What follows belongs to an exercise in optimizing a design on an open flow for small area; a production flow would make more cautious choices.
At most, simulation tests tie the RTL to the original design; equivalence was not proved.
Only the layout flow was run in run 1; the RTL was not checked for function there.

==> flow/design.v, too long to show whole: its modules and the start of the top module <==
// module sprite_compositor: 2135 lines
// module sprite_compositor_fa: 4 lines
// module sprite_compositor_ha: 4 lines
// module sprite_compositor_ao21: 3 lines
module sprite_compositor #(
  parameter int unsigned         NUM_OBJ  = 4,
  parameter int unsigned         COORD_W  = 10,
  parameter int unsigned         COLOR_W  = 24,
  parameter logic [COLOR_W-1:0]  BG_COLOR = '0
) (
  input  logic                         clk_i,
  input  logic                         reset_i,
  input  logic [COORD_W-1:0]           pixel_x_i,
  input  logic [COORD_W-1:0]           pixel_y_i,
  input  logic                         display_enable_i,
  input  logic                         frame_start_i,
  input  logic                         color_mode_i,
  input  logic [NUM_OBJ*COORD_W-1:0]   obj_x_i,
  input  logic [NUM_OBJ*COORD_W-1:0]   obj_y_i,
  input  logic [NUM_OBJ*COORD_W-1:0]   obj_w_i,
  input  logic [NUM_OBJ*COORD_W-1:0]   obj_h_i,
  input  logic [NUM_OBJ-1:0]           obj_circle_i,
  input  logic [NUM_OBJ*COLOR_W-1:0]   obj_color_i,
  input  logic [NUM_OBJ-1:0]           obj_en_i,
  output logic [COLOR_W-1:0]           rgb_o,
  output logic                         rgb_valid_o,
  output logic [NUM_OBJ-1:0]           hit_o,
  output logic [NUM_OBJ-1:0]           overlap_flags_o
);
  // ...
==> flow/flow/run.sh <==
#!/bin/bash
# The standard layout, with plain buf_1 cells as the port buffers
# (instead of the default choice, clkdlybuf4s50_1).
set -euo pipefail
export BUFFER_PORTS_ARGS="-buffer_cell sky130_fd_sc_hd__buf_1"
bash standard.sh > standard.log 2>&1
==> flow/standard.sh <==
#!/bin/bash
# synth_recipe.tcl (not shown) runs the flow's synth.tcl, then flattens the netlist and writes it again
# the make line also repeats each setting of config.mk as NAME=value (left out here)
make -C /OpenROAD-flow-scripts/flow DESIGN_CONFIG=/design/flow/config.mk WORK_HOME=/design/flow/orfs CLKGATE_MAP_FILE= SYNTH_SCRIPT=/design/flow/synth_recipe.tcl "${@:-finish}"
==> flow/config.mk <==
export PLATFORM = sky130hd
export DESIGN_NAME = sprite_compositor
export DESIGN_NICKNAME = sprite_compositor
export VERILOG_FILES = /design/flow/design.v
export SDC_FILE = /design/flow/constraint.sdc
export NUM_CORES = 4
export LEC_CHECK = 0
export CAP_MARGIN = 20
export CORE_MARGIN = 2
export CORE_UTILIZATION = 65
export CTS_CLUSTER_DIAMETER = 100
export CTS_CLUSTER_SIZE = 24
export GPL_TIMING_DRIVEN = 0
export PLACE_DENSITY = 0.75
export SETUP_SLACK_MARGIN = 0.1
export SLEW_MARGIN = 20
export SYNTH_HIERARCHICAL = 1
export SYNTH_MINIMUM_KEEP_SIZE = 0
==> flow/constraint.sdc <==
create_clock -name core_clock -period 9.0 [get_ports {clk_i}]
set_input_delay 1.8000 -clock core_clock [delete_from_list [all_inputs] [get_ports {clk_i}]]
set_output_delay 1.8000 -clock core_clock [all_outputs]
set_load 0.01 [all_outputs]
==> metrics.md, run 1 <==
| Metric | Value |
|---|---|
| Fin nets | 4176 |
| Minimum clock period | around 8.9 ns |
| Most common cell after layout, fill and taps aside | fa_1 |
| Synth Area in XOR/XNOR | about 2.8% |
| # clk buffers | 32 |
| Initial Util | 65.5% |
| NonClk Buf Share | around 6.4% |
| Inst Count DP | 3764 |
| Multiplexer area fraction after synthesis | less than 1% |
| Clock Latency Late Sink | 0.60 ns |
| Clock tree from TritonCTS | done |
| Buffers, non-clock | 457 |
| CTS Buffer Depth | 3 |
| Core area | 49900 µm² |
| Top Registers | sh_color_q: 96 flops, sh_x_q: 44 flops, sh_y_q: 44 flops |
| Crit path launch | pixel_y_i[0] |
| Largest family of logic cells by synthesized area | adder cells |
| Post-CTS Hold Buffers | 0 |
| Post-DRT Antenna Nets | 0 |
| CTS sink cnt | 367 |
| Non-Filler Instances | between 3000 and 4000 |
| Clk Tree Root Cell | clkbuf_16 |
| Pin count of the biggest net entering global routing | 38 |
| Ys flop type | edfxtp_1 |
| Outcome | timing/DRC/antenna clean |
| FF-to-FF path depth | 30 |
| Initial antenna violation count | 9 |
| Metal3 WL | 6870 µm |
| Clk_skew | 0.0292 ns |
| M2 GR Usage | 57.0% |
| Fin util | 75.2% |
==> inputs of run 2 (changes only) <==
--- a/flow/design.v
+++ b/flow/design.v
@@ -561,17 +561,17 @@
   assign o0_lty[8] = (~o0_dy[7] & sh_h_q[7]) | ((~o0_dy[7] | sh_h_q[7]) & o0_lty[7]);
   assign o0_lty[9] = (~o0_dy[8] & sh_h_q[8]) | ((~o0_dy[8] | sh_h_q[8]) & o0_lty[8]);
   assign o0_lty[10] = (~o0_dy[9] & sh_h_q[9]) | ((~o0_dy[9] | sh_h_q[9]) & o0_lty[9]);
   assign o0_rect = !o0_sx && !o0_sy && o0_ltx[10] && o0_lty[10];
   logic o0_t, o0_pre, o0_rh;
   assign o0_t = o0_co399 ^ o0_s400;
   assign o0_pre = sh_en_q[0] && sh_circle_q[0] && (o0_dx[10:9] == {2{o0_sx}}) && (o0_dy[10:9] == {2{o0_sy}});
   assign o0_rh = sh_en_q[0] && !sh_circle_q[0] && o0_rect;
-  assign hit_d[0] = o0_y463 ? (o0_rh | (o0_pre & o0_t)) : (o0_rh | (o0_pre & ~o0_t));
+  sprite_compositor_mux2 o0_uhit (.s(o0_y463), .a(o0_rh | (o0_pre & o0_t)), .b(o0_rh | (o0_pre & ~o0_t)), .y(hit_d[0]));
   logic o1_a1, o1_x2, o1_a3, o1_x4, o1_a5, o1_x6, o1_a7, o1_x8, o1_a9, o1_x10, o1_a11, o1_x12, o1_a13, o1_x14, o1_a15, o1_x16, o1_a17, o1_x18, o1_a19, o1_x20, o1_k21, o1_y22, o1_y23, o1_k24, o1_y25, o1_k26, o1_y27, o1_k28, o1_y29, o1_k30, o1_y31, o1_y32, o1_y33, o1_k34, o1_y35, o1_k36, o1_y37, o1_y38, o1_y39, o1_y40, o1_y41, o1_y42, o1_d43, o1_d44, o1_d45, o1_d46, o1_d47, o1_d48, o1_d49, o1_d50, o1_d51, o1_d52, o1_d53, o1_k54, o1_q55, o1_q56, o1_q57, o1_q58, o1_q59, o1_q60, o1_q61, o1_q62, o1_q63, o1_q64, o1_q65, o1_q66, o1_q67, o1_q68, o1_q69, o1_q70, o1_q71, o1_q72, o1_q73, o1_q74, o1_q75, o1_q76, o1_q77, o1_q78, o1_q79, o1_q80, o1_q81, o1_q82, o1_q83, o1_q84, o1_q85, o1_q86, o1_q87, o1_q88, o1_q89, o1_q90, o1_q91, o1_q92, o1_q93, o1_q94, o1_q95, o1_q96, o1_q97, o1_q98, o1_q99, o1_q100, o1_q101, o1_q102, o1_q103, o1_q104, o1_q105, o1_q106, o1_q107, o1_q108, o1_q109, o1_a110, o1_x111, o1_a112, o1_x113, o1_a114, o1_x115, o1_a116, o1_x117, o1_a118, o1_x119, o1_a120, o1_x121, o1_a122, o1_x123, o1_a124, o1_x125, o1_a126, o1_x127, o1_a128, o1_x129, o1_k130, o1_y131, o1_y132, o1_k133, o1_y134, o1_k135, o1_y136, o1_k137, o1_y138, o1_k139, o1_y140, o1_y141, o1_y142, o1_k143, o1_y144, o1_k145, o1_y146, o1_y147, o1_y148, o1_y149, o1_y150, o1_y151, o1_d152, o1_d153, o1_d154, o1_d155, o1_d156, o1_d157, o1_d158, o1_d159, o1_d160, o1_d161, o1_d162, o1_k163, o1_q164, o1_q165, o1_q166, o1_q167, o1_q168, o1_q169, o1_q170, o1_q171, o1_q172, o1_q173, o1_q174, o1_q175, o1_q176, o1_q177, o1_q178, o1_q179, o1_q180, o1_q181, o1_q182, o1_q183, o1_q184, o1_q185, o1_q186, o1_q187, o1_q188, o1_q189, o1_q190, o1_q191, o1_q192, o1_q193, o1_q194, o1_q195, o1_q196, o1_q197, o1_q198, o1_q199, o1_q200, o1_q201, o1_q202, o1_q203, o1_q204, o1_q205, o1_q206, o1_q207, o1_q208, o1_q209, o1_q210, o1_q211, o1_q212, o1_q213, o1_q214, o1_q215, o1_q216, o1_q217, o1_q218, o1_r219, o1_r220, o1_r221, o1_r222, o1_r223, o1_r224, o1_r225, o1_r226, o1_r227, o1_r228, o1_r229, o1_r230, o1_r231, o1_r232, o1_r233, o1_r234, o1_r235, o1_r236, o1_r237, o1_r238, o1_r239, o1_r240, o1_r241, o1_r242, o1_r243, o1_r244, o1_r245, o1_r246, o1_r247, o1_r248, o1_r249, o1_r250, o1_r251, o1_r252, o1_r253, o1_r254, o1_s255, o1_c256, o1_s257, o1_c258, o1_s259, o1_c260, o1_s261, o1_c262, o1_s263, o1_c264, o1_s265, o1_c266, o1_s267, o1_co267, o1_s268, o1_c269, o1_s270, o1_c271, o1_s272, o1_co272, o1_s273, o1_co273, o1_s274, o1_co274, o1_s275, o1_co275, o1_s276, o1_c277, o1_s278, o1_co278, o1_s279, o1_co279, o1_s280, o1_co280, o1_s281, o1_co281, o1_s282, o1_co282, o1_s283, o1_co283, o1_s284, o1_co284, o1_s285, o1_co285, o1_s286, o1_co286, o1_s287, o1_co287, o1_s288, o1_co288, o1_s289, o1_co289, o1_s290, o1_co290, o1_s291, o1_co291, o1_s292, o1_co292, o1_s293, o1_co293, o1_s294, o1_c295, o1_s296, o1_co296, o1_s297, o1_co297, o1_s298, o1_co298, o1_s299, o1_co299, o1_s300, o1_co300, o1_s301, o1_co301, o1_s302, o1_co302, o1_s303, o1_co303, o1_s304, o1_co304, o1_s305, o1_co305, o1_s306, o1_co306, o1_s307, o1_co307, o1_s308, o1_co308, o1_s309, o1_co309, o1_s310, o1_co310, o1_s311, o1_co311, o1_s312, o1_co312, o1_s313, o1_co313, o1_s314, o1_co314, o1_s315, o1_co315, o1_s316, o1_co316, o1_s317, o1_co317, o1_s318, o1_co318, o1_s319, o1_co319, o1_s320, o1_co320, o1_s321, o1_co321, o1_s322, o1_co322, o1_s323, o1_co323, o1_s324, o1_co324, o1_s325, o1_co325, o1_s326, o1_co326, o1_s327, o1_co327, o1_s328, o1_co328, o1_s329, o1_co329, o1_s330, o1_co330, o1_s331, o1_co331, o1_s332, o1_co332, o1_s333, o1_co333, o1_s334, o1_co334, o1_s335, o1_co335, o1_s336, o1_co336, o1_s337, o1_co337, o1_s338, o1_co338, o1_s339, o1_co339, o1_s340, o1_co340, o1_s341, o1_co341, o1_s342, o1_co342, o1_s343, o1_co343, o1_s344, o1_co344, o1_s345, o1_co345, o1_s346, o1_co346, o1_s347, o1_co347, o1_s348, o1_co348, o1_s349, o1_co349, o1_s350, o1_co350, o1_s351, o1_co351, o1_s352, o1_co352, o1_s353, o1_co353, o1_s354, o1_co354, o1_s355, o1_co355, o1_s356, o1_co356, o1_s357, o1_co357, o1_s358, o1_co358, o1_s359, o1_co359, o1_s360, o1_co360, o1_s361, o1_co361, o1_s362, o1_co362, o1_s363, o1_co363, o1_s364, o1_co364, o1_s365, o1_co365, o1_s366, o1_co366, o1_s367, o1_co367, o1_s368, o1_co368, o1_s369, o1_co369, o1_s370, o1_co370, o1_s371, o1_co371, o1_s372, o1_co372, o1_s373, o1_co373, o1_s374, o1_co374, o1_s375, o1_co375, o1_s376, o1_co376, o1_s377, o1_co377, o1_s378, o1_co378, o1_s379, o1_co379, o1_s380, o1_co380, o1_s381, o1_co381, o1_s382, o1_co382, o1_s383, o1_co383, o1_s384, o1_co384, o1_s385, o1_co385, o1_s386, o1_co386, o1_s387, o1_co387, o1_s388, o1_co388, o1_s389, o1_co389, o1_s390, o1_co390, o1_s391, o1_co391, o1_s392, o1_co392, o1_s393, o1_co393, o1_s394, o1_co394, o1_s395, o1_co395, o1_s396, o1_co396, o1_s397, o1_co397, o1_s398, o1_co398, o1_s399, o1_co399, o1_s400, o1_co400, o1_g401, o1_h402, o1_g403, o1_h404, o1_g405, o1_h406, o1_g407, o1_h408, o1_g409, o1_h410, o1_g411, o1_h412, o1_g413, o1_h414, o1_g415, o1_h416, o1_g417, o1_h418, o1_g419, o1_h420, o1_g421, o1_h422, o1_g423, o1_h424, o1_g425, o1_h426, o1_g427, o1_h428, o1_g429, o1_h430, o1_g431, o1_h432, o1_g433, o1_h434, o1_g435, o1_h436, o1_y437, o1_k438, o1_y439, o1_y440, o1_y441, o1_k442, o1_y443, o1_y444, o1_k445, o1_y446, o1_k447, o1_y448, o1_y449, o1_k450, o1_y451, o1_k452, o1_y453, o1_k454, o1_y455, o1_k456, o1_y457, o1_y458, o1_k459, o1_y460, o1_k461, o1_y462, o1_y463, o1_t464;
   assign o1_a1 = pixel_x_i[0] & ~sh_x_q[11];
   assign o1_x2 = ~sh_x_q[11] ^ pixel_x_i[0];
   assign o1_a3 = pixel_x_i[1] & ~sh_x_q[12];
   assign o1_x4 = ~sh_x_q[12] ^ pixel_x_i[1];
   assign o1_a5 = pixel_x_i[2] & ~sh_x_q[13];
   assign o1_x6 = ~sh_x_q[13] ^ pixel_x_i[2];
   assign o1_a7 = pixel_x_i[3] & ~sh_x_q[14];
@@ -1065,17 +1065,17 @@
   assign o1_lty[8] = (~o1_dy[7] & sh_h_q[17]) | ((~o1_dy[7] | sh_h_q[17]) & o1_lty[7]);
   assign o1_lty[9] = (~o1_dy[8] & sh_h_q[18]) | ((~o1_dy[8] | sh_h_q[18]) & o1_lty[8]);
   assign o1_lty[10] = (~o1_dy[9] & sh_h_q[19]) | ((~o1_dy[9] | sh_h_q[19]) & o1_lty[9]);
   assign o1_rect = !o1_sx && !o1_sy && o1_ltx[10] && o1_lty[10];
   logic o1_t, o1_pre, o1_rh;
   assign o1_t = o1_co399 ^ o1_s400;
   assign o1_pre = sh_en_q[1] && sh_circle_q[1] && (o1_dx[10:9] == {2{o1_sx}}) && (o1_dy[10:9] == {2{o1_sy}});
   assign o1_rh = sh_en_q[1] && !sh_circle_q[1] && o1_rect;
-  assign hit_d[1] = o1_y463 ? (o1_rh | (o1_pre & o1_t)) : (o1_rh | (o1_pre & ~o1_t));
+  sprite_compositor_mux2 o1_uhit (.s(o1_y463), .a(o1_rh | (o1_pre & o1_t)), .b(o1_rh | (o1_pre & ~o1_t)), .y(hit_d[1]));
   logic o2_a1, o2_x2, o2_a3, o2_x4, o2_a5, o2_x6, o2_a7, o2_x8, o2_a9, o2_x10, o2_a11, o2_x12, o2_a13, o2_x14, o2_a15, o2_x16, o2_a17, o2_x18, o2_a19, o2_x20, o2_k21, o2_y22, o2_y23, o2_k24, o2_y25, o2_k26, o2_y27, o2_k28, o2_y29, o2_k30, o2_y31, o2_y32, o2_y33, o2_k34, o2_y35, o2_k36, o2_y37, o2_y38, o2_y39, o2_y40, o2_y41, o2_y42, o2_d43, o2_d44, o2_d45, o2_d46, o2_d47, o2_d48, o2_d49, o2_d50, o2_d51, o2_d52, o2_d53, o2_k54, o2_q55, o2_q56, o2_q57, o2_q58, o2_q59, o2_q60, o2_q61, o2_q62, o2_q63, o2_q64, o2_q65, o2_q66, o2_q67, o2_q68, o2_q69, o2_q70, o2_q71, o2_q72, o2_q73, o2_q74, o2_q75, o2_q76, o2_q77, o2_q78, o2_q79, o2_q80, o2_q81, o2_q82, o2_q83, o2_q84, o2_q85, o2_q86, o2_q87, o2_q88, o2_q89, o2_q90, o2_q91, o2_q92, o2_q93, o2_q94, o2_q95, o2_q96, o2_q97, o2_q98, o2_q99, o2_q100, o2_q101, o2_q102, o2_q103, o2_q104, o2_q105, o2_q106, o2_q107, o2_q108, o2_q109, o2_a110, o2_x111, o2_a112, o2_x113, o2_a114, o2_x115, o2_a116, o2_x117, o2_a118, o2_x119, o2_a120, o2_x121, o2_a122, o2_x123, o2_a124, o2_x125, o2_a126, o2_x127, o2_a128, o2_x129, o2_k130, o2_y131, o2_y132, o2_k133, o2_y134, o2_k135, o2_y136, o2_k137, o2_y138, o2_k139, o2_y140, o2_y141, o2_y142, o2_k143, o2_y144, o2_k145, o2_y146, o2_y147, o2_y148, o2_y149, o2_y150, o2_y151, o2_d152, o2_d153, o2_d154, o2_d155, o2_d156, o2_d157, o2_d158, o2_d159, o2_d160, o2_d161, o2_d162, o2_k163, o2_q164, o2_q165, o2_q166, o2_q167, o2_q168, o2_q169, o2_q170, o2_q171, o2_q172, o2_q173, o2_q174, o2_q175, o2_q176, o2_q177, o2_q178, o2_q179, o2_q180, o2_q181, o2_q182, o2_q183, o2_q184, o2_q185, o2_q186, o2_q187, o2_q188, o2_q189, o2_q190, o2_q191, o2_q192, o2_q193, o2_q194, o2_q195, o2_q196, o2_q197, o2_q198, o2_q199, o2_q200, o2_q201, o2_q202, o2_q203, o2_q204, o2_q205, o2_q206, o2_q207, o2_q208, o2_q209, o2_q210, o2_q211, o2_q212, o2_q213, o2_q214, o2_q215, o2_q216, o2_q217, o2_q218, o2_r219, o2_r220, o2_r221, o2_r222, o2_r223, o2_r224, o2_r225, o2_r226, o2_r227, o2_r228, o2_r229, o2_r230, o2_r231, o2_r232, o2_r233, o2_r234, o2_r235, o2_r236, o2_r237, o2_r238, o2_r239, o2_r240, o2_r241, o2_r242, o2_r243, o2_r244, o2_r245, o2_r246, o2_r247, o2_r248, o2_r249, o2_r250, o2_r251, o2_r252, o2_r253, o2_r254, o2_s255, o2_c256, o2_s257, o2_c258, o2_s259, o2_c260, o2_s261, o2_c262, o2_s263, o2_c264, o2_s265, o2_c266, o2_s267, o2_co267, o2_s268, o2_c269, o2_s270, o2_c271, o2_s272, o2_co272, o2_s273, o2_co273, o2_s274, o2_co274, o2_s275, o2_co275, o2_s276, o2_c277, o2_s278, o2_co278, o2_s279, o2_co279, o2_s280, o2_co280, o2_s281, o2_co281, o2_s282, o2_co282, o2_s283, o2_co283, o2_s284, o2_co284, o2_s285, o2_co285, o2_s286, o2_co286, o2_s287, o2_co287, o2_s288, o2_co288, o2_s289, o2_co289, o2_s290, o2_co290, o2_s291, o2_co291, o2_s292, o2_co292, o2_s293, o2_co293, o2_s294, o2_c295, o2_s296, o2_co296, o2_s297, o2_co297, o2_s298, o2_co298, o2_s299, o2_co299, o2_s300, o2_co300, o2_s301, o2_co301, o2_s302, o2_co302, o2_s303, o2_co303, o2_s304, o2_co304, o2_s305, o2_co305, o2_s306, o2_co306, o2_s307, o2_co307, o2_s308, o2_co308, o2_s309, o2_co309, o2_s310, o2_co310, o2_s311, o2_co311, o2_s312, o2_co312, o2_s313, o2_co313, o2_s314, o2_co314, o2_s315, o2_co315, o2_s316, o2_co316, o2_s317, o2_co317, o2_s318, o2_co318, o2_s319, o2_co319, o2_s320, o2_co320, o2_s321, o2_co321, o2_s322, o2_co322, o2_s323, o2_co323, o2_s324, o2_co324, o2_s325, o2_co325, o2_s326, o2_co326, o2_s327, o2_co327, o2_s328, o2_co328, o2_s329, o2_co329, o2_s330, o2_co330, o2_s331, o2_co331, o2_s332, o2_co332, o2_s333, o2_co333, o2_s334, o2_co334, o2_s335, o2_co335, o2_s336, o2_co336, o2_s337, o2_co337, o2_s338, o2_co338, o2_s339, o2_co339, o2_s340, o2_co340, o2_s341, o2_co341, o2_s342, o2_co342, o2_s343, o2_co343, o2_s344, o2_co344, o2_s345, o2_co345, o2_s346, o2_co346, o2_s347, o2_co347, o2_s348, o2_co348, o2_s349, o2_co349, o2_s350, o2_co350, o2_s351, o2_co351, o2_s352, o2_co352, o2_s353, o2_co353, o2_s354, o2_co354, o2_s355, o2_co355, o2_s356, o2_co356, o2_s357, o2_co357, o2_s358, o2_co358, o2_s359, o2_co359, o2_s360, o2_co360, o2_s361, o2_co361, o2_s362, o2_co362, o2_s363, o2_co363, o2_s364, o2_co364, o2_s365, o2_co365, o2_s366, o2_co366, o2_s367, o2_co367, o2_s368, o2_co368, o2_s369, o2_co369, o2_s370, o2_co370, o2_s371, o2_co371, o2_s372, o2_co372, o2_s373, o2_co373, o2_s374, o2_co374, o2_s375, o2_co375, o2_s376, o2_co376, o2_s377, o2_co377, o2_s378, o2_co378, o2_s379, o2_co379, o2_s380, o2_co380, o2_s381, o2_co381, o2_s382, o2_co382, o2_s383, o2_co383, o2_s384, o2_co384, o2_s385, o2_co385, o2_s386, o2_co386, o2_s387, o2_co387, o2_s388, o2_co388, o2_s389, o2_co389, o2_s390, o2_co390, o2_s391, o2_co391, o2_s392, o2_co392, o2_s393, o2_co393, o2_s394, o2_co394, o2_s395, o2_co395, o2_s396, o2_co396, o2_s397, o2_co397, o2_s398, o2_co398, o2_s399, o2_co399, o2_s400, o2_co400, o2_g401, o2_h402, o2_g403, o2_h404, o2_g405, o2_h406, o2_g407, o2_h408, o2_g409, o2_h410, o2_g411, o2_h412, o2_g413, o2_h414, o2_g415, o2_h416, o2_g417, o2_h418, o2_g419, o2_h420, o2_g421, o2_h422, o2_g423, o2_h424, o2_g425, o2_h426, o2_g427, o2_h428, o2_g429, o2_h430, o2_g431, o2_h432, o2_g433, o2_h434, o2_g435, o2_h436, o2_y437, o2_k438, o2_y439, o2_y440, o2_y441, o2_k442, o2_y443, o2_y444, o2_k445, o2_y446, o2_k447, o2_y448, o2_y449, o2_k450, o2_y451, o2_k452, o2_y453, o2_k454, o2_y455, o2_k456, o2_y457, o2_y458, o2_k459, o2_y460, o2_k461, o2_y462, o2_y463, o2_t464;
   assign o2_a1 = pixel_x_i[0] & ~sh_x_q[22];
   assign o2_x2 = ~sh_x_q[22] ^ pixel_x_i[0];
   assign o2_a3 = pixel_x_i[1] & ~sh_x_q[23];
   assign o2_x4 = ~sh_x_q[23] ^ pixel_x_i[1];
   assign o2_a5 = pixel_x_i[2] & ~sh_x_q[24];
   assign o2_x6 = ~sh_x_q[24] ^ pixel_x_i[2];
   assign o2_a7 = pixel_x_i[3] & ~sh_x_q[25];
@@ -1569,17 +1569,17 @@
   assign o2_lty[8] = (~o2_dy[7] & sh_h_q[27]) | ((~o2_dy[7] | sh_h_q[27]) & o2_lty[7]);
   assign o2_lty[9] = (~o2_dy[8] & sh_h_q[28]) | ((~o2_dy[8] | sh_h_q[28]) & o2_lty[8]);
   assign o2_lty[10] = (~o2_dy[9] & sh_h_q[29]) | ((~o2_dy[9] | sh_h_q[29]) & o2_lty[9]);
   assign o2_rect = !o2_sx && !o2_sy && o2_ltx[10] && o2_lty[10];
   logic o2_t, o2_pre, o2_rh;
   assign o2_t = o2_co399 ^ o2_s400;
   assign o2_pre = sh_en_q[2] && sh_circle_q[2] && (o2_dx[10:9] == {2{o2_sx}}) && (o2_dy[10:9] == {2{o2_sy}});
   assign o2_rh = sh_en_q[2] && !sh_circle_q[2] && o2_rect;
-  assign hit_d[2] = o2_y463 ? (o2_rh | (o2_pre & o2_t)) : (o2_rh | (o2_pre & ~o2_t));
+  sprite_compositor_mux2 o2_uhit (.s(o2_y463), .a(o2_rh | (o2_pre & o2_t)), .b(o2_rh | (o2_pre & ~o2_t)), .y(hit_d[2]));
   logic o3_a1, o3_x2, o3_a3, o3_x4, o3_a5, o3_x6, o3_a7, o3_x8, o3_a9, o3_x10, o3_a11, o3_x12, o3_a13, o3_x14, o3_a15, o3_x16, o3_a17, o3_x18, o3_a19, o3_x20, o3_k21, o3_y22, o3_y23, o3_k24, o3_y25, o3_k26, o3_y27, o3_k28, o3_y29, o3_k30, o3_y31, o3_y32, o3_y33, o3_k34, o3_y35, o3_k36, o3_y37, o3_y38, o3_y39, o3_y40, o3_y41, o3_y42, o3_d43, o3_d44, o3_d45, o3_d46, o3_d47, o3_d48, o3_d49, o3_d50, o3_d51, o3_d52, o3_d53, o3_k54, o3_q55, o3_q56, o3_q57, o3_q58, o3_q59, o3_q60, o3_q61, o3_q62, o3_q63, o3_q64, o3_q65, o3_q66, o3_q67, o3_q68, o3_q69, o3_q70, o3_q71, o3_q72, o3_q73, o3_q74, o3_q75, o3_q76, o3_q77, o3_q78, o3_q79, o3_q80, o3_q81, o3_q82, o3_q83, o3_q84, o3_q85, o3_q86, o3_q87, o3_q88, o3_q89, o3_q90, o3_q91, o3_q92, o3_q93, o3_q94, o3_q95, o3_q96, o3_q97, o3_q98, o3_q99, o3_q100, o3_q101, o3_q102, o3_q103, o3_q104, o3_q105, o3_q106, o3_q107, o3_q108, o3_q109, o3_a110, o3_x111, o3_a112, o3_x113, o3_a114, o3_x115, o3_a116, o3_x117, o3_a118, o3_x119, o3_a120, o3_x121, o3_a122, o3_x123, o3_a124, o3_x125, o3_a126, o3_x127, o3_a128, o3_x129, o3_k130, o3_y131, o3_y132, o3_k133, o3_y134, o3_k135, o3_y136, o3_k137, o3_y138, o3_k139, o3_y140, o3_y141, o3_y142, o3_k143, o3_y144, o3_k145, o3_y146, o3_y147, o3_y148, o3_y149, o3_y150, o3_y151, o3_d152, o3_d153, o3_d154, o3_d155, o3_d156, o3_d157, o3_d158, o3_d159, o3_d160, o3_d161, o3_d162, o3_k163, o3_q164, o3_q165, o3_q166, o3_q167, o3_q168, o3_q169, o3_q170, o3_q171, o3_q172, o3_q173, o3_q174, o3_q175, o3_q176, o3_q177, o3_q178, o3_q179, o3_q180, o3_q181, o3_q182, o3_q183, o3_q184, o3_q185, o3_q186, o3_q187, o3_q188, o3_q189, o3_q190, o3_q191, o3_q192, o3_q193, o3_q194, o3_q195, o3_q196, o3_q197, o3_q198, o3_q199, o3_q200, o3_q201, o3_q202, o3_q203, o3_q204, o3_q205, o3_q206, o3_q207, o3_q208, o3_q209, o3_q210, o3_q211, o3_q212, o3_q213, o3_q214, o3_q215, o3_q216, o3_q217, o3_q218, o3_r219, o3_r220, o3_r221, o3_r222, o3_r223, o3_r224, o3_r225, o3_r226, o3_r227, o3_r228, o3_r229, o3_r230, o3_r231, o3_r232, o3_r233, o3_r234, o3_r235, o3_r236, o3_r237, o3_r238, o3_r239, o3_r240, o3_r241, o3_r242, o3_r243, o3_r244, o3_r245, o3_r246, o3_r247, o3_r248, o3_r249, o3_r250, o3_r251, o3_r252, o3_r253, o3_r254, o3_s255, o3_c256, o3_s257, o3_c258, o3_s259, o3_c260, o3_s261, o3_c262, o3_s263, o3_c264, o3_s265, o3_c266, o3_s267, o3_co267, o3_s268, o3_c269, o3_s270, o3_c271, o3_s272, o3_co272, o3_s273, o3_co273, o3_s274, o3_co274, o3_s275, o3_co275, o3_s276, o3_c277, o3_s278, o3_co278, o3_s279, o3_co279, o3_s280, o3_co280, o3_s281, o3_co281, o3_s282, o3_co282, o3_s283, o3_co283, o3_s284, o3_co284, o3_s285, o3_co285, o3_s286, o3_co286, o3_s287, o3_co287, o3_s288, o3_co288, o3_s289, o3_co289, o3_s290, o3_co290, o3_s291, o3_co291, o3_s292, o3_co292, o3_s293, o3_co293, o3_s294, o3_c295, o3_s296, o3_co296, o3_s297, o3_co297, o3_s298, o3_co298, o3_s299, o3_co299, o3_s300, o3_co300, o3_s301, o3_co301, o3_s302, o3_co302, o3_s303, o3_co303, o3_s304, o3_co304, o3_s305, o3_co305, o3_s306, o3_co306, o3_s307, o3_co307, o3_s308, o3_co308, o3_s309, o3_co309, o3_s310, o3_co310, o3_s311, o3_co311, o3_s312, o3_co312, o3_s313, o3_co313, o3_s314, o3_co314, o3_s315, o3_co315, o3_s316, o3_co316, o3_s317, o3_co317, o3_s318, o3_co318, o3_s319, o3_co319, o3_s320, o3_co320, o3_s321, o3_co321, o3_s322, o3_co322, o3_s323, o3_co323, o3_s324, o3_co324, o3_s325, o3_co325, o3_s326, o3_co326, o3_s327, o3_co327, o3_s328, o3_co328, o3_s329, o3_co329, o3_s330, o3_co330, o3_s331, o3_co331, o3_s332, o3_co332, o3_s333, o3_co333, o3_s334, o3_co334, o3_s335, o3_co335, o3_s336, o3_co336, o3_s337, o3_co337, o3_s338, o3_co338, o3_s339, o3_co339, o3_s340, o3_co340, o3_s341, o3_co341, o3_s342, o3_co342, o3_s343, o3_co343, o3_s344, o3_co344, o3_s345, o3_co345, o3_s346, o3_co346, o3_s347, o3_co347, o3_s348, o3_co348, o3_s349, o3_co349, o3_s350, o3_co350, o3_s351, o3_co351, o3_s352, o3_co352, o3_s353, o3_co353, o3_s354, o3_co354, o3_s355, o3_co355, o3_s356, o3_co356, o3_s357, o3_co357, o3_s358, o3_co358, o3_s359, o3_co359, o3_s360, o3_co360, o3_s361, o3_co361, o3_s362, o3_co362, o3_s363, o3_co363, o3_s364, o3_co364, o3_s365, o3_co365, o3_s366, o3_co366, o3_s367, o3_co367, o3_s368, o3_co368, o3_s369, o3_co369, o3_s370, o3_co370, o3_s371, o3_co371, o3_s372, o3_co372, o3_s373, o3_co373, o3_s374, o3_co374, o3_s375, o3_co375, o3_s376, o3_co376, o3_s377, o3_co377, o3_s378, o3_co378, o3_s379, o3_co379, o3_s380, o3_co380, o3_s381, o3_co381, o3_s382, o3_co382, o3_s383, o3_co383, o3_s384, o3_co384, o3_s385, o3_co385, o3_s386, o3_co386, o3_s387, o3_co387, o3_s388, o3_co388, o3_s389, o3_co389, o3_s390, o3_co390, o3_s391, o3_co391, o3_s392, o3_co392, o3_s393, o3_co393, o3_s394, o3_co394, o3_s395, o3_co395, o3_s396, o3_co396, o3_s397, o3_co397, o3_s398, o3_co398, o3_s399, o3_co399, o3_s400, o3_co400, o3_g401, o3_h402, o3_g403, o3_h404, o3_g405, o3_h406, o3_g407, o3_h408, o3_g409, o3_h410, o3_g411, o3_h412, o3_g413, o3_h414, o3_g415, o3_h416, o3_g417, o3_h418, o3_g419, o3_h420, o3_g421, o3_h422, o3_g423, o3_h424, o3_g425, o3_h426, o3_g427, o3_h428, o3_g429, o3_h430, o3_g431, o3_h432, o3_g433, o3_h434, o3_g435, o3_h436, o3_y437, o3_k438, o3_y439, o3_y440, o3_y441, o3_k442, o3_y443, o3_y444, o3_k445, o3_y446, o3_k447, o3_y448, o3_y449, o3_k450, o3_y451, o3_k452, o3_y453, o3_k454, o3_y455, o3_k456, o3_y457, o3_y458, o3_k459, o3_y460, o3_k461, o3_y462, o3_y463, o3_t464;
   assign o3_a1 = pixel_x_i[0] & ~sh_x_q[33];
   assign o3_x2 = ~sh_x_q[33] ^ pixel_x_i[0];
   assign o3_a3 = pixel_x_i[1] & ~sh_x_q[34];
   assign o3_x4 = ~sh_x_q[34] ^ pixel_x_i[1];
   assign o3_a5 = pixel_x_i[2] & ~sh_x_q[35];
   assign o3_x6 = ~sh_x_q[35] ^ pixel_x_i[2];
   assign o3_a7 = pixel_x_i[3] & ~sh_x_q[36];
@@ -2073,26 +2073,34 @@
   assign o3_lty[8] = (~o3_dy[7] & sh_h_q[37]) | ((~o3_dy[7] | sh_h_q[37]) & o3_lty[7]);
   assign o3_lty[9] = (~o3_dy[8] & sh_h_q[38]) | ((~o3_dy[8] | sh_h_q[38]) & o3_lty[8]);
   assign o3_lty[10] = (~o3_dy[9] & sh_h_q[39]) | ((~o3_dy[9] | sh_h_q[39]) & o3_lty[9]);
   assign o3_rect = !o3_sx && !o3_sy && o3_ltx[10] && o3_lty[10];
   logic o3_t, o3_pre, o3_rh;
   assign o3_t = o3_co399 ^ o3_s400;
   assign o3_pre = sh_en_q[3] && sh_circle_q[3] && (o3_dx[10:9] == {2{o3_sx}}) && (o3_dy[10:9] == {2{o3_sy}});
   assign o3_rh = sh_en_q[3] && !sh_circle_q[3] && o3_rect;
-  assign hit_d[3] = o3_y463 ? (o3_rh | (o3_pre & o3_t)) : (o3_rh | (o3_pre & ~o3_t));
-  logic [COLOR_W-1:0] rgb_d, sel01, sel23;
-  logic               h01, h23;
-  assign h01   = hit_d[0] | hit_d[1];
-  assign h23   = hit_d[2] | hit_d[3];
-  assign sel01 = hit_d[0] ? sh_color_q[0 +: COLOR_W] : sh_color_q[COLOR_W +: COLOR_W];
-  assign sel23 = hit_d[2] ? sh_color_q[2*COLOR_W +: COLOR_W]
-                          : (hit_d[3] ? sh_color_q[3*COLOR_W +: COLOR_W] : BG_COLOR);
-  assign rgb_d = h01 ? (color_mode_i ? sel01 : '0)
-                     : (color_mode_i ? sel23 : {COLOR_W{!h23}});
+  sprite_compositor_mux2 o3_uhit (.s(o3_y463), .a(o3_rh | (o3_pre & o3_t)), .b(o3_rh | (o3_pre & ~o3_t)), .y(hit_d[3]));
+  logic [NUM_OBJ-1:0] sel_d;
+  logic               mono_d;
+  logic [COLOR_W-1:0] rgb_d;
+  assign sel_d[0] = color_mode_i && hit_d[0];
+  assign sel_d[1] = color_mode_i && !hit_d[0] && hit_d[1];
+  assign sel_d[2] = color_mode_i && !hit_d[0] && !hit_d[1] && hit_d[2];
+  assign sel_d[3] = color_mode_i && !hit_d[0] && !hit_d[1] && !hit_d[2] && hit_d[3];
+  assign mono_d   = !color_mode_i && !(|hit_d);
+  for (genvar b = 0; b < COLOR_W; b++) begin : g_rgb
+    sprite_compositor_csel u_sel (
+      .s0(sel_d[0]), .c0(sh_color_q[b]),
+      .s1(sel_d[1]), .c1(sh_color_q[COLOR_W + b]),
+      .s2(sel_d[2]), .c2(sh_color_q[2*COLOR_W + b]),
+      .s3(sel_d[3]), .c3(sh_color_q[3*COLOR_W + b]),
+      .m (mono_d),   .y (rgb_d[b])
+    );
+  end
   logic               v1_q, v2_q, valid_q;
   logic [COLOR_W-1:0] rgb1_q, rgb2_q, rgb_q;
   logic [NUM_OBJ-1:0] hit1_q, hit2_q, hit_q;
   always_ff @(posedge clk_i or posedge reset_i) begin
     if (reset_i) begin
       v1_q    <= 1'b0;
       v2_q    <= 1'b0;
       valid_q <= 1'b0;
@@ -2136,11 +2144,18 @@
 module sprite_compositor_fa (input logic a, b, c, output logic s, co);
   assign s  = a ^ b ^ c;
   assign co = (a & b) | (c & (a ^ b));
 endmodule
 module sprite_compositor_ha (input logic a, b, output logic s, co);
   assign s  = a ^ b;
   assign co = a & b;
 endmodule
+module sprite_compositor_mux2 (input logic s, a, b, output logic y);
+  assign y = s ? a : b;
+endmodule
+module sprite_compositor_csel (input logic s0, c0, s1, c1, s2, c2, s3, c3, m,
+                               output logic y);
+  assign y = (s0 & c0) | (s1 & c1) | (s2 & c2) | (s3 & c3) | m;
+endmodule
 module sprite_compositor_ao21 (input logic a, b, c, output logic y);
   assign y = a | (b & c);
 endmodule
==> flow/config.mk (replaced) <==
export PLATFORM = sky130hd
export DESIGN_NAME = sprite_compositor
export DESIGN_NICKNAME = sprite_compositor
export VERILOG_FILES = /design/flow/design.v
export SDC_FILE = /design/flow/constraint.sdc
export NUM_CORES = 4
export LEC_CHECK = 0
export CAP_MARGIN = 20
export CORE_MARGIN = 2
export CORE_UTILIZATION = 75
export CTS_CLUSTER_DIAMETER = 80
export CTS_CLUSTER_SIZE = 30
export GPL_TIMING_DRIVEN = 0
export PLACE_DENSITY = 0.82
export SETUP_SLACK_MARGIN = 0.1
export SLEW_MARGIN = 20
export SYNTH_HIERARCHICAL = 1
export SYNTH_MINIMUM_KEEP_SIZE = 0
==> metrics.md, run 2 <==
| Metric | Value |
|---|---|
| Outcome | timing/DRC/antenna clean (unchanged) |
| Initial antenna violation count | 12 (was 9) |
| Filler Cell Count | 2349 (was 3397) |
| Overflow after GRT | 0 (unchanged) |
| Ranking of synthesized cells by area | fa_1 (33%), edfxtp_1 (25%), ha_1 (6.9%) (was fa_1 (32%), edfxtp_1 (25%), ha_1 (6.7%)) |
| Top cells by count, synth | fa_1 (528), nand2_1 (322), edfxtp_1 (268) (was fa_1 (528), nand2_1 (315), edfxtp_1 (268)) |
| Synth-to-Final Area Change | 9.42% (was 14.8%) |
| Core area | 41900 µm² (was 49900 µm²) |
| Clock tree from TritonCTS | done (unchanged) |
| Top Registers | sh_color_q: 96 flops, sh_x_q: 44 flops, sh_y_q: 44 flops (unchanged) |
| Wire per inst | 22.8 µm (was 22.3 µm) |
| RD Place Congestion | 0.988 (was 0.944) |
| Vias/cell | 6.21 (was 5.91) |
| Post-Synthesis Mean Instance Area | 11.8 µm² (about the same) |
| CTS Buffer Depth | 3 (unchanged) |
| Finished Cell Area | 34900 µm² (was 37500 µm²) |
| Most common cell after layout, fill and taps aside | fa_1 (unchanged) |
| Final Max Slew Viols | 0 (unchanged) |
| Die Ht | 210 µm (was 228 µm) |
| RSZ-0062 raised after global routing | true (was false) |
| Worst endpoint required time | 9.48 ns (about the same) |
| Global-route wire length before repair | 129000 µm (was 133000 µm) |
| Final setup violation count | 0 (unchanged) |
| Seq/Total Area, Yosys | 31.6% (was 31.0%) |
| Post-Route WL | 82600 µm (was 86700 µm) |
| Fraction of layout instances using a drive strength above 1 | 5.07% (was 10.2%) |
| Clock Latency Late Sink | 0.62 ns (was 0.60 ns) |
| Setup CP Type | input pin to register (unchanged) |
| Worst slack, placed | -1.05 ns (was -1.88 ns) |
| 1st-iter DRT viols | 2159 (was 1870) |
| Fin util | 83.3% (was 75.2%) |
| Cell count after synthesis | 2699 (was 2763) |
| GR Util All Layers | 38.9% (was 33.5%) |
| Setup ws final | 0.149 ns (was 0.0766 ns) |
| Number of flip-flops in the largest register | 96 (unchanged) |
| Post-Synthesis Cell Area | 31900 µm² (was 32600 µm²) |
| Period utilization | 98.3% (was 99.1%) |
| Biggest register | sh_color_q (unchanged) |
| DRC | 0 (unchanged) |
| Initial Util | 76.1% (was 65.5%) |
| Top cell type's share of synthesized area | 33.1% (was 32.4%) |
| Slew headroom | 26.8% (was 31.9%) |
| Clk Tree Root Cell | clkbuf_16 (unchanged) |
| CTS sink cnt | 367 (unchanged) |
| # IOs | 322 (unchanged) |
| Setup_tns | 0 ns (unchanged) |
| Most frequent cell after synthesis | fa_1 (unchanged) |
| Pin count of the biggest net entering global routing | 38 (unchanged) |
| Number of synthesized flops with an enable pin | 268 (unchanged) |
| Row cnt | 75 (was 82) |
| Die area | 44300 µm² (was 52000 µm²) |
| WHS | 0.326 ns (was 0.314 ns) |
| Clock slew at reported path FFs | 0.11 ns (was 0.09 ns) |
| CP Launch Type | input pin (unchanged) |
| Final Hold Vio Count | 0 (unchanged) |
| Seq cells post-synth | 367 (unchanged) |
| Post-DRT Antenna Nets | 0 (unchanged) |
| Vias in the first global route | 24599 (was 24521) |
| Yosys warns | 7 (unchanged) |
| Crit path DAT | 9.33 ns (was 9.40 ns) |
| Asr flop ratio synth | 4.09% (unchanged) |
| Leading area contributor after synthesis | fa_1 (unchanged) |
| Syn nets | 3692 (was 3756) |
| Minimum clock period | 8.85 ns (was 8.92 ns) |
| Critical path peak fanout | 24 (was 5) |
| Ys flop type | edfxtp_1 (unchanged) |
| Post-DP Area | 34000 µm² (was 34900 µm²) |
| DIE WIDTH | 210 µm (was 228 µm) |
| Measured slew at the worst slew-check pin | 1.09 ns (was 1.01 ns) |
| Hold WC Path Type | register to register (unchanged) |
| Fin nets | 4051 (was 4176) |
| Fmax | 0.113 GHz (was 0.112 GHz) |
| Clk_skew | 0.0581 ns (was 0.0292 ns) |
| Max Cap Viol | 0 (unchanged) |
| Yosys cell types | 59 (was 76) |
| DRT Pass-1 Iters | 6 (unchanged) |
| Num CTS Buffers | 23 (unchanged) |
| Vias | 22505 (was 22925) |
| Most frequent cells in the layout | fa_1 (528), nand2_1 (322), buf_1 (320) (was fa_1 (520), nand2_1 (314), buf_1 (305)) |
| Inst Count DP | 3570 (was 3764) |
| Worst setup EP type | register (unchanged) |
| H-tree depth | 1 (unchanged) |
| Hpwl dp | 67300 µm (was 68300 µm) |
| IO Port Bufs | 321 (unchanged) |
| Non-Filler Instances | 3624 (was 3879) |
-- run 2: Yosys stat by module (local to each module, per instance) --
module	cell area [µm²]	times used	cells inside	flip-flops and latches
sprite_compositor	18700	1	1851	367
sprite_compositor_ao21	7.51	188	1	0
sprite_compositor_csel	18.8	24	3	0
sprite_compositor_fa	20.0	528	1	0
sprite_compositor_ha	12.5	56	1	0
sprite_compositor_mux2	15.0	4	1	0
-- run 2: cell type report --
type / instances / area (µm²) / share of cell area [%]
Multi-Input combinational cell: 2045 / 20900 / 59.7
Sequential cell: 367 / 10100 / 28.9
Timing Repair Buffer: 334 / 1420 / 4.06
Inverter: 239 / 901 / 2.58
Tap cell: 539 / 674 / 1.93
Clock buffer: 30 / 602 / 1.72
Buffer: 48 / 189 / 0.541
Clock inverter: 12 / 178 / 0.508
Antenna cell: 10 / 25.0 / 0.0716
-- run 2: routing by layer --
metal  up-vias  routed length, µm  track usage (%)
met5         -                 70                0
met2      1329              40200             64.1
met3       273               9290             10.7
li1       9672                  -                -
met4        12               4350             17.4
met1     11219              28800             48.6
-- run 2: timing repair --
item	in CTS	in global routing
pin swaps	2	1
endpoints found under the setup margin	24	24
cloned	0	0
gates resized for setup	6	24
hold buffers	0	0
buffers inserted	2	0
-- run 2: cells by family (layout without fill, tap and decap cells) --
family                   count (synthesis)  after routing  synth area share [%]
buffers and inverters                  287            663                  3.37
adder cells (fa/ha/maj)                712            712                  40.2
AND/OR/NAND/NOR                        858            858                  13.2
XOR/XNOR                                83             83                  2.53
other                                    0             10                     0
flip-flops                             367            367                  31.6
multiplexers                             8              8                 0.329
AO/OA/AOI/OAI                          384            384                  8.66
-- run 2: worst paths after layout --
kind | cells after the start | to | startpoint | slack, ns
min in group asynchronous | 2 | sh_en_q[0] | reset_i | 1.20
worst min-delay path | 0 | rgb_q[0] | rgb2_q[0] | 0.33
worst max-delay path | 22 | rgb1_q[2] | pixel_y_i[0] | 0.15
worst min register to register | 0 | rgb_q[0] | rgb2_q[0] | 0.33
worst max register to register | 24 | rgb1_q[2] | sh_w_q[26] | 0.77
max in group asynchronous | 2 | ovl_q[0] | reset_i | 7.40
-- run 2: worst max-delay path, stage by stage --
cell,delay [ns]
buf_1,0.14
clkinvlp_4,0.38
ha_1,0.41
inv_1,0.07
a21o_1,0.16
a21o_1,0.25
xor2_1,0.87
inv_1,0.36
fa_1,0.52
fa_1,0.56
fa_1,0.45
fa_1,0.42
fa_1,0.48
or2_2,0.32
a21o_1,0.19
a21o_1,0.18
a21o_1,0.18
a21o_1,0.17
mux2_4,0.27
and3b_2,0.42
a222oi_1,0.56
nand2_1,0.11
==> inputs of run 3 (changes only) <==
--- a/flow/config.mk
+++ b/flow/config.mk
@@ -7,11 +7,12 @@
 export LEC_CHECK = 0
 export CAP_MARGIN = 20
 export CORE_MARGIN = 2
-export CORE_UTILIZATION = 75
-export CTS_CLUSTER_DIAMETER = 80
-export CTS_CLUSTER_SIZE = 30
+export CORE_UTILIZATION = 65
+export CTS_BUF_LIST = sky130_fd_sc_hd__clkbuf_8
+export CTS_CLUSTER_DIAMETER = 60
+export CTS_CLUSTER_SIZE = 16
 export GPL_TIMING_DRIVEN = 0
-export PLACE_DENSITY = 0.82
+export PLACE_DENSITY = 0.75
 export SETUP_SLACK_MARGIN = 0.1
 export SLEW_MARGIN = 20
 export SYNTH_HIERARCHICAL = 1
==> metrics.md, run 3 <==
| Metric | Value |
|---|---|
| Outcome | timing/DRC/antenna clean (unchanged) |
| Slew headroom | 26.5% (was 26.8%) |
| Vias in the first global route | 24033 (was 24599) |
| Hpwl dp | 65900 µm (was 67300 µm) |
| Vias | 21890 (was 22505) |
| Seq/Total Area, Yosys | 31.6% (unchanged) |
| Fmax | 0.115 GHz (was 0.113 GHz) |
| Clk Tree Root Cell | clkbuf_8 (was clkbuf_16) |
| 1st-iter DRT viols | 1478 (was 2159) |
| Ranking of synthesized cells by area | fa_1 (33%), edfxtp_1 (25%), ha_1 (6.9%) (unchanged) |
| Number of flip-flops in the largest register | 96 (unchanged) |
| Most frequent cells in the layout | fa_1 (528), nand2_1 (322), buf_1 (318) (was fa_1 (528), nand2_1 (322), buf_1 (320)) |
| Die area | 50900 µm² (was 44300 µm²) |
| H-tree depth | 2 (was 1) |
| Fin util | 71.9% (was 83.3%) |
| Global-route wire length before repair | 125000 µm (was 129000 µm) |
| Post-Synthesis Mean Instance Area | 11.8 µm² (unchanged) |
| Post-Route WL | 79700 µm (was 82600 µm) |
| Post-DRT Antenna Nets | 0 (unchanged) |
| Number of synthesized flops with an enable pin | 268 (unchanged) |
| Vias/cell | 5.82 (was 6.21) |
| Row cnt | 81 (was 75) |
| Die Ht | 226 µm (was 210 µm) |
| CTS Buffer Depth | 3 (unchanged) |
| Worst reg2reg endpoint | rgb1_q[23] (was rgb1_q[2]) |
| Yosys warns | 7 (unchanged) |
| Initial antenna violation count | 3 (was 12) |
| Initial Util | 65.5% (was 76.1%) |
| Hold path endpoint | rgb_q[10] (was rgb_q[0]) |
| Fin nets | 4062 (was 4051) |
| Critical path peak fanout | 24 (unchanged) |
| Clock slew at reported path FFs | 0.10 ns (was 0.11 ns) |
| Post-Synthesis Cell Area | 31900 µm² (unchanged) |
| DRC | 0 (unchanged) |
| Cell count after synthesis | 2699 (unchanged) |
| Filler Cell Count | 3535 (was 2349) |
| Pin count of the biggest net entering global routing | 38 (unchanged) |
| Final Hold Vio Count | 0 (unchanged) |
| RD Place Congestion | 0.936 (was 0.988) |
| IO Port Bufs | 321 (unchanged) |
| Worst endpoint required time | 9.48 ns (about the same) |
| Measured slew at the worst slew-check pin | 1.10 ns (was 1.09 ns) |
| FF-to-FF path depth | 22 (was 24) |
| Clock Latency Late Sink | 0.63 ns (was 0.62 ns) |
| Most common cell after layout, fill and taps aside | fa_1 (unchanged) |
| Final setup violation count | 0 (unchanged) |
| Setup CP Type | input pin to register (unchanged) |
| Fraction of layout instances using a drive strength above 1 | 5.79% (was 5.07%) |
| WHS | 0.320 ns (was 0.326 ns) |
| Most frequent cell after synthesis | fa_1 (unchanged) |
| Clock tree from TritonCTS | done (unchanged) |
| Overflow after GRT | 0 (unchanged) |
| Biggest register | sh_color_q (unchanged) |
| Synth-to-Final Area Change | 9.79% (was 9.42%) |
| Clk_skew | 0.0568 ns (was 0.0581 ns) |
| DRT Pass-1 Iters | 5 (was 6) |
| Ys flop type | edfxtp_1 (unchanged) |
| Worst R2R Setup Slack | 0.70 ns (was 0.77 ns) |
| Top cell type's share of synthesized area | 33.1% (unchanged) |
| Cell depth of the worst min-delay path | 0 (unchanged) |
| Syn nets | 3692 (unchanged) |
| Hold WC Path Type | register to register (unchanged) |
| Asr flop ratio synth | 4.09% (unchanged) |
| Num CTS Buffers | 35 (was 23) |
| RSZ-0062 raised after global routing | false (was true) |
| Top Registers | sh_color_q: 96 flops, sh_x_q: 44 flops, sh_y_q: 44 flops (unchanged) |
| Minimum clock period | 8.69 ns (was 8.85 ns) |
| Wire per inst | 21.2 µm (was 22.8 µm) |
| Seq cells post-synth | 367 (unchanged) |
| Min-delay src | rgb2_q[10] (was rgb2_q[0]) |
| Worst setup EP type | register (unchanged) |
| Period utilization | 96.6% (was 98.3%) |
| Top cells by count, synth | fa_1 (528), nand2_1 (322), edfxtp_1 (268) (unchanged) |
| Max Cap Viol | 0 (unchanged) |
| Final Max Slew Viols | 0 (unchanged) |
| CP Launch Type | input pin (unchanged) |
| Yosys cell types | 59 (unchanged) |
| Setup_tns | 0 ns (unchanged) |
| # IOs | 322 (unchanged) |
| DIE WIDTH | 226 µm (was 210 µm) |
| Core area | 48700 µm² (was 41900 µm²) |
| Crit path launch | pixel_y_i[0] (unchanged) |
| CTS sink cnt | 367 (unchanged) |
| Leading area contributor after synthesis | fa_1 (unchanged) |
| Crit path DAT | 9.17 ns (was 9.33 ns) |
| Worst r2r src | sh_w_q[36] (was sh_w_q[26]) |
| GR Util All Layers | 32.8% (was 38.9%) |
==> run 3: changes by cell type in the layout (fill, tap and decap cells not counted), moves of 4 or more <==
cell	change
clkbuf_16	-23
inv_8	+4
xor2_1	-5
clkbuf_1	-6
inv_1	+12
xor2_2	+5
diode_2	-6
clkbuf_8	+35
==> run 3: cell families after synthesis <==
kind of cell	after synthesis	share of synthesized area (%)
buffers and inverters	287	3.37
AOI/OAI and AO/OA	384	8.66
muxes	8	0.329
adders and majority gates	712	40.2
DFF	367	31.6
xor gates and xnor gates	83	2.53
and+or+nand+nor	858	13.2
==> run 3: stage by stage <==
step	cells	instance area (µm²)	setup slack, ns
after floorplan	2699	32000	0.329
after global placement	3684	34000	-3.89
after detailed placement	3694	34200	-1.26
after CTS	3758	34900	0.0344
after global routing	3758	35100	0.0814
final	3762	35100	0.310
==> run 3: worst max path at each step <==
stage            endpoint  slack, ns  depth (start not counted)
2_1_floorplan   rgb1_q[0]       0.33                         21
4_1_cts         rgb1_q[5]       0.03                         24
3_5_place_dp    rgb1_q[5]      -1.26                         23
5_1_grt         rgb1_q[5]       0.08                         23
6_report       rgb1_q[23]       0.31                         23
3_3_place_gp     ovl_q[1]      -3.89                          5
==> run 3: repair_timing <==
action | CTS | global route
hold buffers | 0 | 0
resized for setup | 5 | 29
setup buffers | 2 | 0
endpoints found under the setup margin | 24 | 24
pin swaps | 2 | 1
==> run 3: Yosys stat by module (local to each module, per instance) <==
| module | cell area, µm² | cells | copies in the design | flops+latches |
|---|---|---|---|---|
| sprite_compositor_ha | 12.5 | 1 | 56 | 0 |
| sprite_compositor_mux2 | 15.0 | 1 | 4 | 0 |
| sprite_compositor_fa | 20.0 | 1 | 528 | 0 |
| sprite_compositor_ao21 | 7.51 | 1 | 188 | 0 |
| sprite_compositor_csel | 18.8 | 3 | 24 | 0 |
| sprite_compositor | 18700 | 1851 | 1 | 367 |
==> run 3: worst max-delay path, cell delays in order <==
cell	delay, ns
buf_1	0.12
clkinvlp_4	0.34
ha_1	0.38
inv_1	0.07
a21o_1	0.16
a21o_1	0.30
a21o_1	0.17
xor2_1	0.69
nand2_1	0.17
fa_1	0.46
fa_1	0.39
fa_1	0.38
fa_1	0.47
fa_1	0.39
fa_1	0.46
or2_2	0.33
a21o_1	0.18
a21o_1	0.18
a21o_1	0.17
mux2_4	0.37
and4b_2	0.44
a222oi_1	0.60
nand2_1	0.12
==> run 3: per-layer routing <==
metal / track usage [%] / wire (µm) / up-vias
met1: 39.6 / 29500 / 11055
met3: 7.27 / 6380 / 243
li1: - / - / 9678
met4: 16.7 / 4190 / 4
met5: 0 / 24 / -
met2: 55.9 / 39600 / 910
==> run 3: cell type report <==
type	count	area (µm²)	area share [%]
multi-input cells	2045	20900	59.6
flip-flops and latches	367	10100	28.8
repair buffers	333	1410	4.01
inverters	239	901	2.57
well taps	664	831	2.37
clock buffers	35	482	1.37
clock inverters	27	238	0.678
plain buffers	48	189	0.539
diodes	4	10.0	0.0285
==> inputs of run 4 (changes only) <==
--- a/flow/config.mk
+++ b/flow/config.mk
@@ -8,9 +8,9 @@
 export CAP_MARGIN = 20
 export CORE_MARGIN = 2
 export CORE_UTILIZATION = 65
-export CTS_BUF_LIST = sky130_fd_sc_hd__clkbuf_8
-export CTS_CLUSTER_DIAMETER = 60
-export CTS_CLUSTER_SIZE = 16
+export CTS_BUF_LIST = sky130_fd_sc_hd__clkbuf_8 sky130_fd_sc_hd__clkbuf_16
+export CTS_CLUSTER_DIAMETER = 70
+export CTS_CLUSTER_SIZE = 20
 export GPL_TIMING_DRIVEN = 0
 export PLACE_DENSITY = 0.75
 export SETUP_SLACK_MARGIN = 0.1
==> metrics.md, run 4 <==
| Metric | Value |
|---|---|
| Clk_skew | 0.0189 ns (was 0.0568 ns) |
| Hpwl dp | 65900 µm (unchanged) |
| Final Max Slew Viols | 0 (unchanged) |
| Vias in the first global route | 23969 (was 24033) |
| Ys flop type | edfxtp_1 (unchanged) |
| Setup ws final | 0.163 ns (was 0.310 ns) |
| Max Cap Viol | 0 (unchanged) |
| Yosys warns | 7 (unchanged) |
| CP Launch Type | input pin (unchanged) |
| Vias | 21974 (was 21890) |
| CTS sink cnt | 367 (unchanged) |
| Number of flip-flops in the largest register | 96 (unchanged) |
| GR Util All Layers | 32.8% (about the same) |
| Ranking of synthesized cells by area | fa_1 (33%), edfxtp_1 (25%), ha_1 (6.9%) (unchanged) |
| Final setup violation count | 0 (unchanged) |
| Most frequent cells in the layout | fa_1 (528), nand2_1 (322), buf_1 (319) (was fa_1 (528), nand2_1 (322), buf_1 (318)) |
| Die Ht | 226 µm (unchanged) |
| Worst endpoint required time | 9.46 ns (was 9.48 ns) |
| Clk Tree Root Cell | clkbuf_16 (was clkbuf_8) |
| Syn nets | 3692 (unchanged) |
| DIE WIDTH | 226 µm (unchanged) |
| Fin nets | 4056 (was 4062) |
| CTS Buffer Depth | 3 (unchanged) |
| Slew headroom | 25.6% (was 26.5%) |
| Core area | 48700 µm² (unchanged) |
| Crit path DAT | 9.30 ns (was 9.17 ns) |
| Number of synthesized flops with an enable pin | 268 (unchanged) |
| Clock Latency Late Sink | 0.60 ns (was 0.63 ns) |
| Clock tree from TritonCTS | done (unchanged) |
| Worst R2R Setup Slack | 0.55 ns (was 0.70 ns) |
| Top cells by count, synth | fa_1 (528), nand2_1 (322), edfxtp_1 (268) (unchanged) |
| DRT Pass-1 Iters | 5 (unchanged) |
| 1st-iter DRT viols | 1353 (was 1478) |
| Critical path peak fanout | 24 (unchanged) |
| Post-Synthesis Cell Area | 31900 µm² (unchanged) |
| DRC | 0 (unchanged) |
| RD Place Congestion | 0.936 (unchanged) |
| Pin count of the biggest net entering global routing | 38 (unchanged) |
| Die area | 50900 µm² (unchanged) |
| Initial Util | 65.5% (unchanged) |
| Final Hold Vio Count | 0 (unchanged) |
| Initial antenna violation count | 3 (unchanged) |
| Fraction of layout instances using a drive strength above 1 | 5.67% (was 5.79%) |
| Seq/Total Area, Yosys | 31.6% (unchanged) |
| WHS | 0.320 ns (about the same) |
| Clock slew at reported path FFs | 0.08 ns (was 0.10 ns) |
| Hold WC Path Type | register to register (unchanged) |
| Synth-to-Final Area Change | 10.6% (was 9.79%) |
| Vias/cell | 5.86 (was 5.82) |
| Period utilization | 98.2% (was 96.6%) |
| Fmax | 0.113 GHz (was 0.115 GHz) |
| Top Registers | sh_color_q: 96 flops, sh_x_q: 44 flops, sh_y_q: 44 flops (unchanged) |
| WP buf/inv | 2 (was 3) |
| Worst setup EP type | register (unchanged) |
| Overflow after GRT | 0 (unchanged) |
| Worst r2r src | sh_w_q[36] (unchanged) |
| Cell count after synthesis | 2699 (unchanged) |
| Min-delay src | hit1_q[1] (was rgb2_q[10]) |
| Worst slack, placed | -1.26 ns (unchanged) |
| Max stage delay cell, worst path | a222oi_1 (was xor2_1) |
| Row cnt | 81 (unchanged) |
| Minimum clock period | 8.84 ns (was 8.69 ns) |
| Leading area contributor after synthesis | fa_1 (unchanged) |
| Measured slew at the worst slew-check pin | 1.11 ns (was 1.10 ns) |
| Biggest register | sh_color_q (unchanged) |
| Outcome | timing/DRC/antenna clean (unchanged) |
| Critical path, cell by cell | buf_1 > ha_1 > and2_1 > and2_1 > a21o_1 > a21o_1 > xnor2_2 > clkbuf_2 > nor2_1 > fa_1 > fa_1 > fa_1 > fa_1 > fa_1 > or2_2 > a21o_1 > a21o_1 > a21o_1 > mux2_4 > nor2_1 > and4b_2 > a222oi_1 > nand2_1 (was buf_1 > clkinvlp_4 > ha_1 > inv_1 > a21o_1 > a21o_1 > a21o_1 > xor2_1 > nand2_1 > fa_1 > fa_1 > fa_1 > fa_1 > fa_1 > fa_1 > or2_2 > a21o_1 > a21o_1 > a21o_1 > mux2_4 > and4b_2 > a222oi_1 > nand2_1) |
| Wire per inst | 21.4 µm (was 21.2 µm) |
| Setup CP Type | input pin to register (unchanged) |
| Num CTS Buffers | 29 (was 35) |
| Top cell type's share of synthesized area | 33.1% (unchanged) |
| Asr flop ratio synth | 4.09% (unchanged) |
| Cell family with most CP delay | adder cells (unchanged) |
| Most common cell after layout, fill and taps aside | fa_1 (unchanged) |
| Crit path launch | pixel_y_i[6] (was pixel_y_i[0]) |
| Post-Route WL | 80100 µm (was 79700 µm) |
| Seq cells post-synth | 367 (unchanged) |
| Global-route wire length before repair | 126000 µm (was 125000 µm) |
| Post-Synthesis Mean Instance Area | 11.8 µm² (unchanged) |
| # IOs | 322 (unchanged) |
| IO Port Bufs | 321 (unchanged) |
| RSZ-0062 raised after global routing | true (was false) |
| Most frequent cell after synthesis | fa_1 (unchanged) |
| CP max stage delay | 0.72 ns (was 0.69 ns) |
| Post-DRT Antenna Nets | 0 (unchanged) |
| H-tree depth | 1 (was 2) |
| Filler Cell Count | 3482 (was 3535) |
| Yosys cell types | 59 (unchanged) |
run 4: cell count changes in the layout (fill, tap and decap cells not counted), moves of 2 or more:
| cell | delta |
|---|---|
| clkbuf_8 | -35 |
| clkbuf_16 | +30 |
| inv_1 | -4 |
| bufinv_16 | -2 |
| clkinv_4 | +2 |
| inv_16 | +2 |
| inv_8 | -2 |
run 4: worst paths after layout:
path | to | depth (start not counted)
hold reg to reg | hit2_q[1] | 0
setup / recovery | rgb1_q[5] | 23
setup reg to reg | rgb1_q[5] | 22
min in group asynchronous | ovl_q[0] | 2
hold / removal | hit2_q[1] | 0
max in group asynchronous | acc_q[1] | 2
run 4: repair_timing:
| item | 4_1_cts | 5_1_grt |
|---|---|---|
| pin swaps | 2 | 1 |
| setup buffers | 2 | 0 |
| gates resized for setup | 7 | 25 |
| hold buffers | 0 | 0 |
| endpoints found under the setup margin | 24 | 24 |
run 4: area by class of cell:
type | instances | area (µm²) | share of cell area (%)
tap | 664 | 831 | 2.35
sequential | 367 | 10100 | 28.6
timing repair buffer | 333 | 1410 | 3.98
antenna | 3 | 7.51 | 0.0213
multi-input combinational | 2045 | 20900 | 59.2
clock inverter | 24 | 223 | 0.630
buffer | 48 | 189 | 0.535
inverter | 239 | 901 | 2.55
clock buffer | 30 | 751 | 2.13
run 4: kinds of logic after synthesis:
group                      after synthesis  synth area share, %
AOI/OAI and AO/OA                      384                 8.66
DFF                                    367                 31.6
adders and majority gates              712                 40.2
muxes                                    8                0.329
and+or+nand+nor                        858                 13.2
buffers and inverters                  287                 3.37
xor gates and xnor gates                83                 2.53
run 4: per-layer routing:
| metal | part of all wire (%) | wire length (µm) | vias to the layer above | GRT usage [%] |
|---|---|---|---|---|
| met5 | 0.030 | 24 | - | 0 |
| met4 | 5.9 | 4760 | 4 | 17.7 |
| met3 | 7.9 | 6300 | 263 | 6.47 |
| met2 | 49 | 39400 | 943 | 55.5 |
| met1 | 37 | 29600 | 11090 | 39.9 |
| li1 | - | - | 9674 | - |
run 4: stage by stage:
step	util, %	TNS [ns]	area (µm²)	cells
finish	72.5	0	35300	3753
global route	72.4	0	35300	3750
CTS	72.2	0	35200	3750
detailed placement	70.1	-26.66	34200	3694
global placement	69.7	-1005.44	34000	3684
floorplan	-	0	32000	2699
run 4: Yosys stat by module, one instance, submodules excluded:
module,cells inside,times used,area [µm²],flip-flops and latches
sprite_compositor_ha,1,56,12.5,0
sprite_compositor_ao21,1,188,7.51,0
sprite_compositor_mux2,1,4,15.0,0
sprite_compositor,1851,1,18700,367
sprite_compositor_csel,3,24,18.8,0
sprite_compositor_fa,1,528,20.0,0

==> what the ideal ports hide <==
How much do the figures lean on ideal ports? The routed layouts below were timed once more, with nothing changed but the port constraints. Step 1, drivers: a clkbuf_16 drives clk_i and a buf_2 each remaining input, both assumed. Step 2 moves the port delays by t, midway between the first and last clock arrival at a register: inputs arrive t later, outputs are due t later. That takes back most of the time a late clock gives input paths. Three values: ideal, step 1, step 2; two values: the first two.
run | shift t [ns] | slack for setup (ns) | latest minus earliest clock arrival (ns) | worst register clock-pin slew, ns | pins driven straight from the clock port
run 1 | 0.645 | 0.077 / 0.109 / -0.537 | 0.031 / 0.031 | 0.10 / 0.10 | 1
run 2 | 0.648 | 0.149 / 0.187 / -0.461 | 0.058 / 0.058 | 0.11 / 0.11 | 1
run 3 | 0.664 | 0.310 / 0.341 / -0.323 | 0.058 / 0.057 | 0.10 / 0.10 | 1
run 4 | 0.655 | 0.163 / 0.194 / -0.461 | 0.021 / 0.021 | 0.08 / 0.08 | 1
Met with ideal ports but missed after step 2: setup timing in every run listed. The setup slack of run 3, which loses most, moves by +0.031 ns with the drivers and by -0.633 ns with both steps.
